Source: an optimization exercise on an open RTL-to-GDS flow (aim: small area, a short achievable clock period and few clock cycles). Production flows keep margins and buffers that such runs may drop. The RTL was checked by simulation tests, not by an equivalence proof against the original design. Power is estimated from default activity; no workload was simulated.

==> flow/design.v <==
`timescale 1ns/1ps
`default_nettype none
package axi2ahbPkg;
    typedef logic [32-1:0] dataT;
    typedef logic [32-1:0] addrT;
    typedef logic [4-1:0] idT;
    typedef logic [4-1:0] lenT;
    typedef logic [$clog2(16)-1:0] bufIdxT;
    typedef struct packed {
        logic err;
        dataT data;
    } rdEntryT;
endpackage
`default_nettype wire
`timescale 1ns/1ps
`default_nettype none
module burstBuffer #(
    parameter int W = 32
) (
    input  wire logic               clk,
    input  wire logic               we,
    input  wire axi2ahbPkg::bufIdxT wrIdx,
    input  wire logic [W-1:0]       wrData,
    input  wire axi2ahbPkg::bufIdxT rdIdx,
    output logic [W-1:0]            rdData
);
    logic [W-1:0] mem [16];
    always_ff @(posedge clk)
    begin
        if (we)
        begin
            mem[wrIdx] <= wrData;
        end
    end
    assign rdData = mem[rdIdx];
endmodule
`default_nettype wire
`timescale 1ns/1ps
`default_nettype none
module axiSlaveCtrl (
    input  wire logic                ACLK,
    input  wire logic                arstN,
    output logic                     linkPend,
    output logic                     linkIsWrite,
    output axi2ahbPkg::addrT         linkAddr,
    output axi2ahbPkg::lenT          linkLen,
    input  wire logic                linkDone,
    input  wire logic                linkErr,
    input  wire logic                awValid,
    input  wire axi2ahbPkg::addrT    awAddr,
    input  wire axi2ahbPkg::lenT     awLen,
    input  wire axi2ahbPkg::idT      awId,
    input  wire logic                wValid,
    input  wire axi2ahbPkg::dataT    wData,
    input  wire logic                wLast,
    input  wire logic                bReady,
    input  wire logic                arValid,
    input  wire axi2ahbPkg::addrT    arAddr,
    input  wire axi2ahbPkg::lenT     arLen,
    input  wire axi2ahbPkg::idT      arId,
    input  wire logic                rReady,
    input  wire logic [32:0] rdBufEntry,
    output logic                     awReady,
    output logic                     wReady,
    output logic                     bValid,
    output logic [1:0]               bResp,
    output axi2ahbPkg::idT           bId,
    output logic                     arReady,
    output logic                     rValid,
    output axi2ahbPkg::dataT         rData,
    output logic [1:0]               rResp,
    output axi2ahbPkg::idT           rId,
    output logic                     rLast,
    output logic                     wrBufWe,
    output axi2ahbPkg::bufIdxT       wrBufIdx,
    output axi2ahbPkg::dataT         wrBufData,
    output axi2ahbPkg::bufIdxT       rdBufIdx
);
    typedef enum logic [2:0] {
        IDLE,
        WDATA,
        BUSY,
        BRESP,
        RDATA
    } stateT;
    stateT              state;
    logic               addrRdy;
    axi2ahbPkg::idT     id;
    axi2ahbPkg::bufIdxT beatCnt;
    logic               awHs;
    logic               arHs;
    logic               wHs;
    assign awReady = addrRdy;
    assign arReady = addrRdy && !awValid;
    assign awHs = awValid && awReady;
    assign arHs = arValid && arReady;
    assign wHs  = wValid && wReady;
    assign wrBufWe   = wHs;
    assign wrBufIdx  = beatCnt;
    assign wrBufData = wData;
    assign rdBufIdx = beatCnt;
    assign rData    = rdBufEntry[32-1:0];
    assign rResp    = rdBufEntry[32] ? 2'd2 : 2'd0;
    assign rLast    = (beatCnt == linkLen);
    assign rId = id;
    assign bId = id;
    always_ff @(posedge ACLK or negedge arstN)
    begin
        if (!arstN)
        begin
            state     <= IDLE;
            addrRdy   <= 1'b0;
            wReady    <= 1'b0;
            bValid    <= 1'b0;
            rValid    <= 1'b0;
            linkPend <= 1'b0;
            beatCnt   <= '0;
        end
        else
        begin
            case (state)
                IDLE:
                begin
                    beatCnt <= '0;
                    if (awHs)
                    begin
                        addrRdy <= 1'b0;
                        wReady  <= 1'b1;
                        state   <= WDATA;
                    end
                    else if (arHs)
                    begin
                        addrRdy   <= 1'b0;
                        linkPend <= 1'b1;
                        state     <= BUSY;
                    end
                    else
                    begin
                        addrRdy <= 1'b1;
                    end
                end
                WDATA:
                begin
                    if (wHs)
                    begin
                        beatCnt <= beatCnt + 1'b1;
                        if (wLast)
                        begin
                            wReady    <= 1'b0;
                            linkPend <= 1'b1;
                            state     <= BUSY;
                        end
                    end
                end
                BUSY:
                begin
                    if (linkDone)
                    begin
                        linkPend <= 1'b0;
                        beatCnt   <= '0;
                        if (linkIsWrite)
                        begin
                            bValid <= 1'b1;
                            state  <= BRESP;
                        end
                        else
                        begin
                            rValid <= 1'b1;
                            state  <= RDATA;
                        end
                    end
                end
                BRESP:
                begin
                    if (bReady)
                    begin
                        bValid  <= 1'b0;
                        addrRdy <= 1'b1;
                        state   <= IDLE;
                    end
                end
                RDATA:
                begin
                    if (rReady)
                    begin
                        if (rLast)
                        begin
                            rValid  <= 1'b0;
                            addrRdy <= 1'b1;
                            state   <= IDLE;
                        end
                        else
                        begin
                            beatCnt <= beatCnt + 1'b1;
                        end
                    end
                end
                default:
                begin
                    state <= IDLE;
                end
            endcase
        end
    end
    always_ff @(posedge ACLK)
    begin
        if (awHs)
        begin
            linkIsWrite <= 1'b1;
            linkAddr    <= awAddr;
            linkLen     <= awLen;
            id           <= awId;
        end
        else if (arHs)
        begin
            linkIsWrite <= 1'b0;
            linkAddr    <= arAddr;
            linkLen     <= arLen;
            id           <= arId;
        end
        if (state == BUSY && linkDone)
        begin
            bResp <= linkErr ? 2'd2 : 2'd0;
        end
    end
endmodule
`default_nettype wire
`timescale 1ns/1ps
`default_nettype none
module ahbMasterCtrl (
    input  wire logic               ACLK,
    input  wire logic               arstN,
    input  wire logic               linkPend,
    input  wire logic               linkIsWrite,
    input  wire axi2ahbPkg::addrT   linkAddr,
    input  wire axi2ahbPkg::lenT    linkLen,
    output logic                    linkDone,
    output logic                    linkErr,
    input  wire logic               hReady,
    input  wire logic               hResp,
    input  wire axi2ahbPkg::dataT   hRdata,
    input  wire axi2ahbPkg::dataT   wrBufData,
    output axi2ahbPkg::addrT        hAddr,
    output logic                    hWrite,
    output logic [1:0]              hTrans,
    output logic [2:0]              hSize,
    output logic [2:0]              hBurst,
    output axi2ahbPkg::dataT        hWdata,
    output axi2ahbPkg::bufIdxT      wrBufIdx,
    output logic                    rdBufWe,
    output axi2ahbPkg::bufIdxT      rdBufIdx,
    output logic [32:0]  rdBufEntry
);
    logic               busy;
    logic               aPhase;
    logic               dPhase;
    logic               errAcc;
    axi2ahbPkg::bufIdxT aIdx;
    axi2ahbPkg::bufIdxT dIdx;
    logic               start;
    logic               aAccept;
    logic               dAccept;
    logic               lastData;
    assign start    = linkPend && !busy && !linkDone;
    assign aAccept  = aPhase && hReady;
    assign dAccept  = dPhase && hReady;
    assign lastData = dAccept && (dIdx == linkLen);
    assign hTrans = aPhase ? 2'd2 : 2'd0;
    assign hSize  = 3'b010;
    assign hBurst = 3'b000;
    assign wrBufIdx = dIdx;
    assign hWdata   = wrBufData;
    assign rdBufWe    = dAccept && !hWrite;
    assign rdBufIdx   = dIdx;
    assign rdBufEntry = {hResp, hRdata};
    always_ff @(posedge ACLK or negedge arstN)
    begin
        if (!arstN)
        begin
            busy      <= 1'b0;
            aPhase    <= 1'b0;
            dPhase    <= 1'b0;
            linkDone <= 1'b0;
        end
        else
        begin
            linkDone <= lastData;
            if (start)
            begin
                busy   <= 1'b1;
                aPhase <= 1'b1;
            end
            else
            begin
                if (aAccept && aIdx == linkLen)
                begin
                    aPhase <= 1'b0;
                end
                if (hReady)
                begin
                    dPhase <= aPhase;
                end
                if (lastData)
                begin
                    busy <= 1'b0;
                end
            end
        end
    end
    always_ff @(posedge ACLK)
    begin
        if (start)
        begin
            hAddr  <= linkAddr;
            hWrite <= linkIsWrite;
            aIdx   <= '0;
            errAcc <= 1'b0;
        end
        else
        begin
            if (aAccept)
            begin
                aIdx  <= aIdx + 1'b1;
                dIdx  <= aIdx;
                hAddr <= hAddr + 32'd4;
            end
            if (dAccept)
            begin
                errAcc <= errAcc | hResp;
            end
        end
        if (lastData)
        begin
            linkErr <= errAcc | hResp;
        end
    end
endmodule
`default_nettype wire
`timescale 1ns/1ps
`default_nettype none
module axi2ahbBridge (
    input  wire logic              ACLK,
    input  wire logic              arstN,
    input  wire logic              awValid,
    input  wire logic [31:0]       awAddr,
    input  wire logic [3:0]        awLen,
    input  wire logic [3:0]        awId,
    input  wire logic              wValid,
    input  wire logic [31:0]       wData,
    input  wire logic              wLast,
    input  wire logic              bReady,
    input  wire logic              arValid,
    input  wire logic [31:0]       arAddr,
    input  wire logic [3:0]        arLen,
    input  wire logic [3:0]        arId,
    input  wire logic              rReady,
    output logic                   awReady,
    output logic                   wReady,
    output logic                   bValid,
    output logic [1:0]             bResp,
    output logic [3:0]             bId,
    output logic                   arReady,
    output logic                   rValid,
    output logic [31:0]            rData,
    output logic [1:0]             rResp,
    output logic [3:0]             rId,
    output logic                   rLast,
    input  wire logic              hReady,
    input  wire logic              hResp,
    input  wire logic [31:0]       hRdata,
    output logic [31:0]            hAddr,
    output logic                   hWrite,
    output logic [1:0]             hTrans,
    output logic [2:0]             hSize,
    output logic [2:0]             hBurst,
    output logic [31:0]            hWdata
);
    logic                wrBufWe;
    axi2ahbPkg::bufIdxT  wrBufWrIdx;
    axi2ahbPkg::dataT    wrBufWrData;
    axi2ahbPkg::bufIdxT  wrBufRdIdx;
    axi2ahbPkg::dataT    wrBufRdData;
    logic                rdBufWe;
    axi2ahbPkg::bufIdxT  rdBufWrIdx;
    logic [32:0] rdBufWrEntry;
    axi2ahbPkg::bufIdxT  rdBufRdIdx;
    logic [32:0] rdBufRdEntry;
    logic                linkPend;
    logic                linkIsWrite;
    axi2ahbPkg::addrT    linkAddr;
    axi2ahbPkg::lenT     linkLen;
    logic                linkDone;
    logic                linkErr;
    axiSlaveCtrl axiCtrl (
        .ACLK       (ACLK),
        .arstN      (arstN),
        .linkPend    (linkPend),
        .linkIsWrite (linkIsWrite),
        .linkAddr    (linkAddr),
        .linkLen     (linkLen),
        .linkDone    (linkDone),
        .linkErr     (linkErr),
        .awValid    (awValid),
        .awAddr     (awAddr),
        .awLen      (awLen),
        .awId       (awId),
        .wValid     (wValid),
        .wData      (wData),
        .wLast      (wLast),
        .bReady     (bReady),
        .arValid    (arValid),
        .arAddr     (arAddr),
        .arLen      (arLen),
        .arId       (arId),
        .rReady     (rReady),
        .rdBufEntry (rdBufRdEntry),
        .awReady    (awReady),
        .wReady     (wReady),
        .bValid     (bValid),
        .bResp      (bResp),
        .bId        (bId),
        .arReady    (arReady),
        .rValid     (rValid),
        .rData      (rData),
        .rResp      (rResp),
        .rId        (rId),
        .rLast      (rLast),
        .wrBufWe    (wrBufWe),
        .wrBufIdx   (wrBufWrIdx),
        .wrBufData  (wrBufWrData),
        .rdBufIdx   (rdBufRdIdx)
    );
    ahbMasterCtrl ahbCtrl (
        .ACLK       (ACLK),
        .arstN      (arstN),
        .linkPend    (linkPend),
        .linkIsWrite (linkIsWrite),
        .linkAddr    (linkAddr),
        .linkLen     (linkLen),
        .linkDone    (linkDone),
        .linkErr     (linkErr),
        .hReady     (hReady),
        .hResp      (hResp),
        .hRdata     (hRdata),
        .wrBufData  (wrBufRdData),
        .hAddr      (hAddr),
        .hWrite     (hWrite),
        .hTrans     (hTrans),
        .hSize      (hSize),
        .hBurst     (hBurst),
        .hWdata     (hWdata),
        .wrBufIdx   (wrBufRdIdx),
        .rdBufWe    (rdBufWe),
        .rdBufIdx   (rdBufWrIdx),
        .rdBufEntry (rdBufWrEntry)
    );
    burstBuffer #(
        .W (32)
    ) wrBuf (
        .clk    (ACLK),
        .we     (wrBufWe),
        .wrIdx  (wrBufWrIdx),
        .wrData (wrBufWrData),
        .rdIdx  (wrBufRdIdx),
        .rdData (wrBufRdData)
    );
    burstBuffer #(
        .W (32 + 1)
    ) rdBuf (
        .clk    (ACLK),
        .we     (rdBufWe),
        .wrIdx  (rdBufWrIdx),
        .wrData (rdBufWrEntry),
        .rdIdx  (rdBufRdIdx),
        .rdData (rdBufRdEntry)
    );
endmodule
`default_nettype wire
==> flow/run.sh <==
#!/bin/bash
# synth_recipe.tcl (not shown) runs the flow's synth.tcl, then flattens the netlist and writes it again
# the make line also repeats each setting of config.mk as NAME=value (left out here)
make -C /OpenROAD-flow-scripts/flow DESIGN_CONFIG=/design/flow/config.mk WORK_HOME=/design/flow/orfs CLKGATE_MAP_FILE= SYNTH_SCRIPT=/design/flow/synth_recipe.tcl finish
==> flow/config.mk <==
export PLATFORM = sky130hd
export DESIGN_NAME = axi2ahbBridge
export DESIGN_NICKNAME = axi2ahbBridge
export VERILOG_FILES = /design/flow/design.v
export SDC_FILE = /design/flow/constraint.sdc
export NUM_CORES = 4
export LEC_CHECK = 0
export CAP_MARGIN = 20
export CORE_MARGIN = 2
export CORE_UTILIZATION = 40
export SLEW_MARGIN = 20
==> flow/constraint.sdc <==
create_clock -name core_clock -period 5.0 [get_ports {ACLK}]
set_input_delay 1.0000 -clock core_clock [delete_from_list [all_inputs] [get_ports {ACLK}]]
set_output_delay 1.0000 -clock core_clock [all_outputs]
set_load 0.01 [all_outputs]
==> flow_summary.toml <==
[finish]
area_delta_synth_final_pct = 19.0
final_cell_area_um2 = 52900
fillers = 8865
fin_nets = 2453
post_route_cells_drive_above_1_share_pct = 26.6
layout_commonest_cell = "edfxtp_1"
postLayoutCoreUtil_pct = 47.9
post_layout_nonfiller_instances = 3880
most-common-layout-cells = "edfxtp_1 (1119), mux4_2 (325), clkdlybuf4s50_1 (267)"

[worst_setup_path]
worstPathCellList = "buf_4, mux4_2, mux4_2, clkdlybuf4s50_1"
worstSetupPathType = "reg2out"
crit_top_cell = "mux4_2"
worstSetupStartpoint = "axiCtrl.beatCnt[1]"
endpoint = "rData[18]"
cp_data_required_time_ns = 4.00
ff2ff_setup_slack_ns = 2.02
rr_worst_depth = 4
arrival_worst_endpoint_ns = 3.56
crit_path_top_delay_cell = "dfrtp_4"
beginning_of_the_worst_register_to_register_path = "axiCtrl.beatCnt[1]"
cpPeakStageDelay_ns = 0.99
timing.critical_path.to_type = "primary output"
timing.rr.end = "wrBuf.mem[11][22]"
worstPathMaxFanout = 56
crit_path_start_kind = "flip-flop"

[detailed_routing]
drt_first_iter_violations = 1925
viasPerCell = 5.39
wl_per_cell_um = 26.6
drcViolationCount = 0
wirelength_um = 103000
detailedRoute.firstPassIterationCount = 5
drt.antenna.violating_nets = 0
via_count = 20900

[place]
placed_cell_area_um2 = 49200
dpl.hpwl_um = 56000
port_buffers = 267
gp_routability_congestion = 0.782
place.detailed.instances = 3663

[hold_path]
worst_hold_path_type = "reg2reg"
worst_hold_startpoint = "ahbCtrl.linkErr"

[power_and_ir_drop]
irDropWorstVdd_v = 0.000378
power_dens_cells_nw_per_um2 = 494
total_power_mw = 26.1
p_leak_nw = 16.4

[flow_run]
max-cap-violations = 0

[clock_tree]
cts_post_setup_buffers_inserted = 0
cts_max_level = 3
clk_transition_reported_paths_ns = 0.06
cts_sinks = 1145
cts.root.buffer_cell = "clkbuf_16"
tritoncts.num_buffers = 115
cts_hold_repair.buffers = 0
clock_tree_from_tritoncts = "built"
cts_resized = 0
clock_latency_ns = 0.72
max-clock-path-buffers = 3

[sta]
clock-skew-final_ns = 0.0577
slew_headroom_pct = 30.2
finalSetupViolCount = 0
fraction_of_the_cycle_the_final_worst_path_needs_pct = 91.3
worst-slew-pin-transition_ns = 1.04
final.min_clock_period_ns = 4.56
timing.fmax_ghz = 0.219
rsz0062_at_grt = "false"
slew_violations = 0
final_hold_viol_count = 0
final.setup.tns_ns = 0

[outcome]
outcome = "complete, no violations"

[floorplan]
die-area_um2 = 114000
initial_core_util_pct = 40.3
die_height_um = 337
die_x_um = 337
std_cell_rows = 122
floorplan.io_pins = 277
placeableCoreArea_um2 = 110000

[global_route]
grt_pass1_wl_um = 149000
grt_pass1_vias = 21800
global_route.overflow_total = 0
globalRouteTotalUtil_pct = 18.1
grt_antenna_before_repair = 16
maximum_number_of_pins_on_one_net_before_global_route_repair = 73

[synth]
sequential_cell_area_fraction_in_the_yosys_report_pct = 77.0
flop_and_latch_count_out_of_synthesis = 1145
synth.lib_cells_used.distinct = 46
synth.avg_cell_area_um2 = 22.8
yosysWarningCount = 4
syn_inst = 1947
synthFlopType = "edfxtp_1"
number_of_synthesized_flops_with_an_enable_pin = 1119
synth-async-reset-ratio_pct = 1.40
synth.cell_area_um2 = 44400
[registers in the layout (all words and copies together), names as in the netlist, named ones only]
register,cells
wrBuf.mem,512
axiCtrl.bValid,1
ahbCtrl.dPhase,1
axiCtrl.linkLen,4
ahbCtrl.aPhase,1
ahbCtrl.busy,1
axiCtrl.id,4
ahbCtrl.hWrite,1
axiCtrl.linkAddr,32
axiCtrl.linkPend,1
ahbCtrl.linkDone,1
ahbCtrl.dIdx,4
axiCtrl.state,3
axiCtrl.wReady,1
axiCtrl.addrRdy,1
ahbCtrl.hAddr,32
axiCtrl.bResp,1
ahbCtrl.linkErr,1
axiCtrl.beatCnt,4
ahbCtrl.aIdx,4
rdBuf.mem,528
axiCtrl.linkIsWrite,1
ahbCtrl.errAcc,1
axiCtrl.rValid,1
[how the worst min path moves through the flow]
stage | end | slack (ns) | cells after the start
finish | axiCtrl.bResp[1] | 0.39 | 0
global route | axiCtrl.bResp[1] | 0.42 | 0
CTS | axiCtrl.bResp[1] | 0.38 | 0
detailed placement | axiCtrl.bResp[1] | 0.43 | 0
global placement | axiCtrl.bResp[1] | 0.41 | 0
floorplan | axiCtrl.bResp[1] | 0.40 | 0
[worst max-delay path, delay by kind of cell, from the launching register on]
family | cells | cell delay, ns
mux | 2 | 0.85
flops | 1 | 0.99
buf+inv | 2 | 1.02
[synth_stat cells (all sizes together) (16+ instances only)]
master	instances	area (um2)
edfxtp	1119	33600
mux4	325	7320
nand2	64	240
buf	60	387
clkbuf	49	184
mux2	45	507
nor2	42	158
o21ai	35	175
xor2	28	245
and3	22	138
nand3	22	110
dfrtp	16	400
[metal layers]
layer | share of wire [%] | global-route usage [%] | vias to the layer above
met2 | 51 | 30.3 | 536
met5 | 0.16 | 0 | -
li1 | - | - | 8897
met3 | 6.4 | 4.38 | 159
met4 | 2.0 | 4.82 | 26
met1 | 41 | 23.8 | 11300
[kinds of logic (layout without fill, tap and decap cells)]
kind of cell | count (synthesis) | count (layout) | synth area share [%]
AOI/OAI and AO/OA | 62 | 62 | 0.819
buffers and inverters | 119 | 551 | 1.37
DFF | 1145 | 1145 | 77.0
muxes | 371 | 371 | 17.6
and+or+nand+nor | 199 | 199 | 2.17
other | 2 | 15 | 0.0169
xor gates and xnor gates | 43 | 43 | 0.848
adders and majority gates | 6 | 6 | 0.169
[stage by stage]
| step | setup slack [ns] | hold WS, ns |
|---|---|---|
| after detailed placement | 0.872 | 0.428 |
| final | 0.437 | 0.393 |
| after CTS | 0.0987 | 0.382 |
| after global routing | 0.267 | 0.422 |
| after floorplan | 0.885 | 0.400 |
| after global placement | 0.885 | 0.407 |
[final cells by class]
type,instances,area [um2],area share (%)
antenna,6,15.0,0.0284
clock buffer,143,3030,5.72
clock inverter,67,622,1.18
inverter,10,37.5,0.0710
multi-input combinational,690,9840,18.6
sequential,1145,34200,64.7
tap,1488,1860,3.52
timing repair buffer,331,3270,6.17
[power by group]
| group | internal, mW | switching [mW] | leakage (nW) |
|---|---|---|---|
| Clock | 4.71 | 3.59 | 1.76 |
| Combinational | 3.31 | 2.75 | 4.21 |
| Sequential | 11.2 | 0.577 | 10.4 |
| Total | 19.2 | 6.92 | 16.4 |
Testbench counts, summed over its fixed seeds: cycles 26,571.

[separate check: timing with driven ports]
How much do the figures lean on ideal ports? The routed layout below was timed once more, with nothing changed but the port constraints. Step 1 sets driving cells, clkbuf_16 on the clock port and buf_2 on the other inputs (assumed; they add their load-dependent delay and slew). Step 2 also shifts input and output timing later by t, the mid clock arrival at the registers, as if the neighbouring blocks saw the same clock. a / b / c = ideal / step 1 / step 2; a / b = the first two.
shift t [ns]: 0.753
slack for setup (ns): 0.437 / 0.370 / 1.123
hold WS [ns]: 0.393 / 0.393 / 0.393
clock arrival spread, ns: 0.057 / 0.058
worst register clock-pin slew, ns: 0.07 / 0.07
After both steps this run still meets setup and hold. The setup slack of this run moves by -0.067 ns with the drivers and by +0.686 ns with both steps.
